Source: an optimization exercise on an open RTL-to-GDS flow (aim: small area, a short achievable clock period and few clock cycles per item). Production flows keep margins and buffers that such runs may drop.
Function was checked by simulation only, so behaviour that the tests miss may differ from the original.
Power is estimated from default activity; no workload was simulated.

== run A ==
==> flow/design.v (excerpt) <==
module weighted_random_neighbor_pick (
  input  wire logic                              clk,
  input  wire logic                              rst,
  input  wire logic                              in_valid,
  output logic                                   in_ready,
  input  wire logic                              mode,
  input  wire logic [4:0]                        entry_index,
  input  wire logic                              entry_nonempty,
  input  wire logic [15:0]                       entry_distance,
  input  wire logic [15:0]                       entry_active,
  input  wire logic                              entry_target_valid,
  input  wire logic [wrnp_pkg::SITE_W-1:0]       start_site,
  input  wire logic                              at_node,
  input  wire logic                              uniform_weights,
  input  wire logic [wrnp_pkg::RV_W-1:0]         random_value,
  output logic                                   out_valid,
  input  wire logic                              out_ready,
  output logic      [wrnp_pkg::SITE_W-1:0]       next_site,
  output logic                                   moved,
  input  wire logic                              cfg_we,
  input  wire logic [wrnp_pkg::CFG_W-1:0]        cfg_wdata
);
Size in the first run: roughly 3800 cells after synthesis, roughly 350 flip-flops, roughly 110 I/O pins.
clock: 11.0 ns
lec_check: 0
abc_area: 1
cap_margin: 10
core_margin: 2
core_utilization: 55
cts_buf_list: sky130_fd_sc_hd__clkbuf_4
place_density: 0.7
setup_slack_margin: 5
slew_margin: 10
standard.sh (not shown) runs the stock make flow with config.mk's settings and CLKGATE_MAP_FILE= SYNTH_SCRIPT=/design/flow/synth_recipe.tcl, a recipe that flattens the netlist after the stock synthesis.
==> flow/flow/run.sh <==
#!/bin/bash
# Layout flow: the standard ORFS flow (standard.sh: same synthesis,
# floorplan, power grid, placement, clock tree and routing, same settings),
# except that the port buffers are the small sky130_fd_sc_hd__buf_1 instead
# of the cell buffer_ports picks by itself. ORFS's own logs stay under
# orfs/logs; the make output goes to logs_own/orfs.log.
set -euo pipefail
mkdir -p logs_own
sed -e 's|"\${@:-finish}"|BUFFER_PORTS_ARGS="-buffer_cell sky130_fd_sc_hd__buf_1" "${@:-finish}"|' \
  standard.sh > logs_own/own_standard.sh
grep -q 'BUFFER_PORTS_ARGS' logs_own/own_standard.sh
bash logs_own/own_standard.sh > logs_own/orfs.log 2>&1
No stage failed in run A, and the final checks on the layout all came back clean.
Testbench counts of run A, summed over its fixed seeds: cycles 36,576, items 8,000.
diff inputs: run A => run B
==> flow/flow/run.sh <==
#!/bin/bash
# Layout flow: the standard ORFS flow (standard.sh: same synthesis,
# floorplan, power grid, placement, clock tree and routing, same settings),
# except that the port buffers are the small sky130_fd_sc_hd__buf_2 instead
# of the cell buffer_ports picks by itself. ORFS's own logs stay under
# orfs/logs; the make output goes to logs_own/orfs.log.
set -euo pipefail
mkdir -p logs_own
sed -e 's|"\${@:-finish}"|BUFFER_PORTS_ARGS="-buffer_cell sky130_fd_sc_hd__buf_2" "${@:-finish}"|' \
  standard.sh > logs_own/own_standard.sh
grep -q 'BUFFER_PORTS_ARGS' logs_own/own_standard.sh
bash logs_own/own_standard.sh > logs_own/orfs.log 2>&1
==> comparison <==
- Going from run A to run B, number of global-route vias before repair now sits higher; total chip power now larger; met1 routing resource usage after global routing now smaller; area growth from synthesis to layout +1.4 points; critical path depth now smaller.
- Run B vs run A — aggregate routed wire length climbed slightly
- Relative to run A, the proportion of layout cells with a drive suffix above 1 of run B is higher by 3.1 points.
- Number of levels in the clock H-tree came out exactly the same in run A and run B.
- Comparing run B against run A, there is no change at all in number of placed I/O pins.


Another version of the RTL of weighted_random_neighbor_pick (not shown whole).
Size in the first run: roughly 370 flip-flops, roughly 110 I/O pins, roughly 28000 um2 of cells after synthesis.
==> flow/config.mk <==
export PLATFORM = sky130hd
export DESIGN_NAME = weighted_random_neighbor_pick
export DESIGN_NICKNAME = weighted_random_neighbor_pick
export VERILOG_FILES = /design/flow/design.v
export SDC_FILE = /design/flow/constraint.sdc
export NUM_CORES = 4
export LEC_CHECK = 0
export ABC_AREA = 1
export CAP_MARGIN = 10
export CORE_MARGIN = 2
export CORE_UTILIZATION = 55
export CTS_BUF_LIST = sky130_fd_sc_hd__clkbuf_4
export PLACE_DENSITY = 0.7
export SETUP_SLACK_MARGIN = 5
export SLEW_MARGIN = 10
==> flow/constraint.sdc <==
create_clock -name core_clock -period 11.0 [get_ports {clk}]
set_input_delay 2.2000 -clock core_clock [delete_from_list [all_inputs] [get_ports {clk}]]
set_output_delay 2.2000 -clock core_clock [all_outputs]
set_load 0.01 [all_outputs]
run.sh (not shown) runs the stock make flow with config.mk's settings and CLKGATE_MAP_FILE= SYNTH_SCRIPT=/design/flow/synth_recipe.tcl, a recipe that flattens the netlist after the stock synthesis.
Stock flow here: none of the scripts above is used.
The starting point completed without violations.
Testbench counts at the start, summed over its fixed seeds: cycles 36,576, items 8,000.
Next try:
==> flow/flow/run.sh (new file) <==
#!/bin/bash
# Layout flow: the standard ORFS flow (standard.sh: same synthesis,
# floorplan, power grid, placement, clock tree and routing, same settings),
# except that the port buffers are the small sky130_fd_sc_hd__buf_2 instead
# of the cell buffer_ports picks by itself. ORFS's own logs stay under
# orfs/logs; the make output goes to logs_own/orfs.log.
set -euo pipefail
mkdir -p logs_own
sed -e 's|"\${@:-finish}"|BUFFER_PORTS_ARGS="-buffer_cell sky130_fd_sc_hd__buf_2" "${@:-finish}"|' \
  standard.sh > logs_own/own_standard.sh
grep -q 'BUFFER_PORTS_ARGS' logs_own/own_standard.sh
bash logs_own/own_standard.sh > logs_own/orfs.log 2>&1
==> flow/standard.sh (new file) <==
#!/bin/bash
# synth_recipe.tcl (not shown) runs the flow's synth.tcl, then flattens the netlist and writes it again
# the make line also repeats each setting of config.mk as NAME=value (left out here)
make -C /OpenROAD-flow-scripts/flow DESIGN_CONFIG=/design/flow/config.mk WORK_HOME=/design/flow/orfs CLKGATE_MAP_FILE= SYNTH_SCRIPT=/design/flow/synth_recipe.tcl "${@:-finish}"
removed: flow/run.sh
Clock-buffer cell count stays the same.
Cell area fell by 2.6%.
Utilization fell by 1.7 points.
Combinational power fell by about 0.8%.
Worst setup slack is better by 0.16 ns.
Die area is unchanged.
Global-route usage rose by 0.83 points.
Non-clock buffer count fell by 16.
Clock skew fell by 0.028 ns.

[separate check: timing with driven ports]
Ports are ideal in the flow. The routed layouts listed here were re-timed in OpenROAD.
Step 1, drivers: a clkbuf_16 drives clk and a buf_2 each remaining input, both assumed.
Step 2, shift: input delay + t, output delay - t, t = (earliest + latest rising clock arrival at the registers) / 2. This alone moves slack from input paths to output paths.
a / b / c = no drivers / after step 1 / after step 2; a / b = the first two.
run	shift t [ns]	setup slack, ns	worst setup path after step 2	clock arrival spread, ns	pins driven straight from the clock port
run A	0.901	5.289 / 5.289 / 5.289	register to register	0.081 / 0.081	1
run B	0.885	5.233 / 5.233 / 5.233	register to register	0.090 / 0.091	1
the first run of note 2	0.950	5.141 / 5.141 / 5.141	register to register	0.114 / 0.115	1
the second run of note 2	0.907	5.299 / 5.255 / 5.299	register to register	0.082 / 0.082	1
After both steps setup and hold are still met in every run listed.
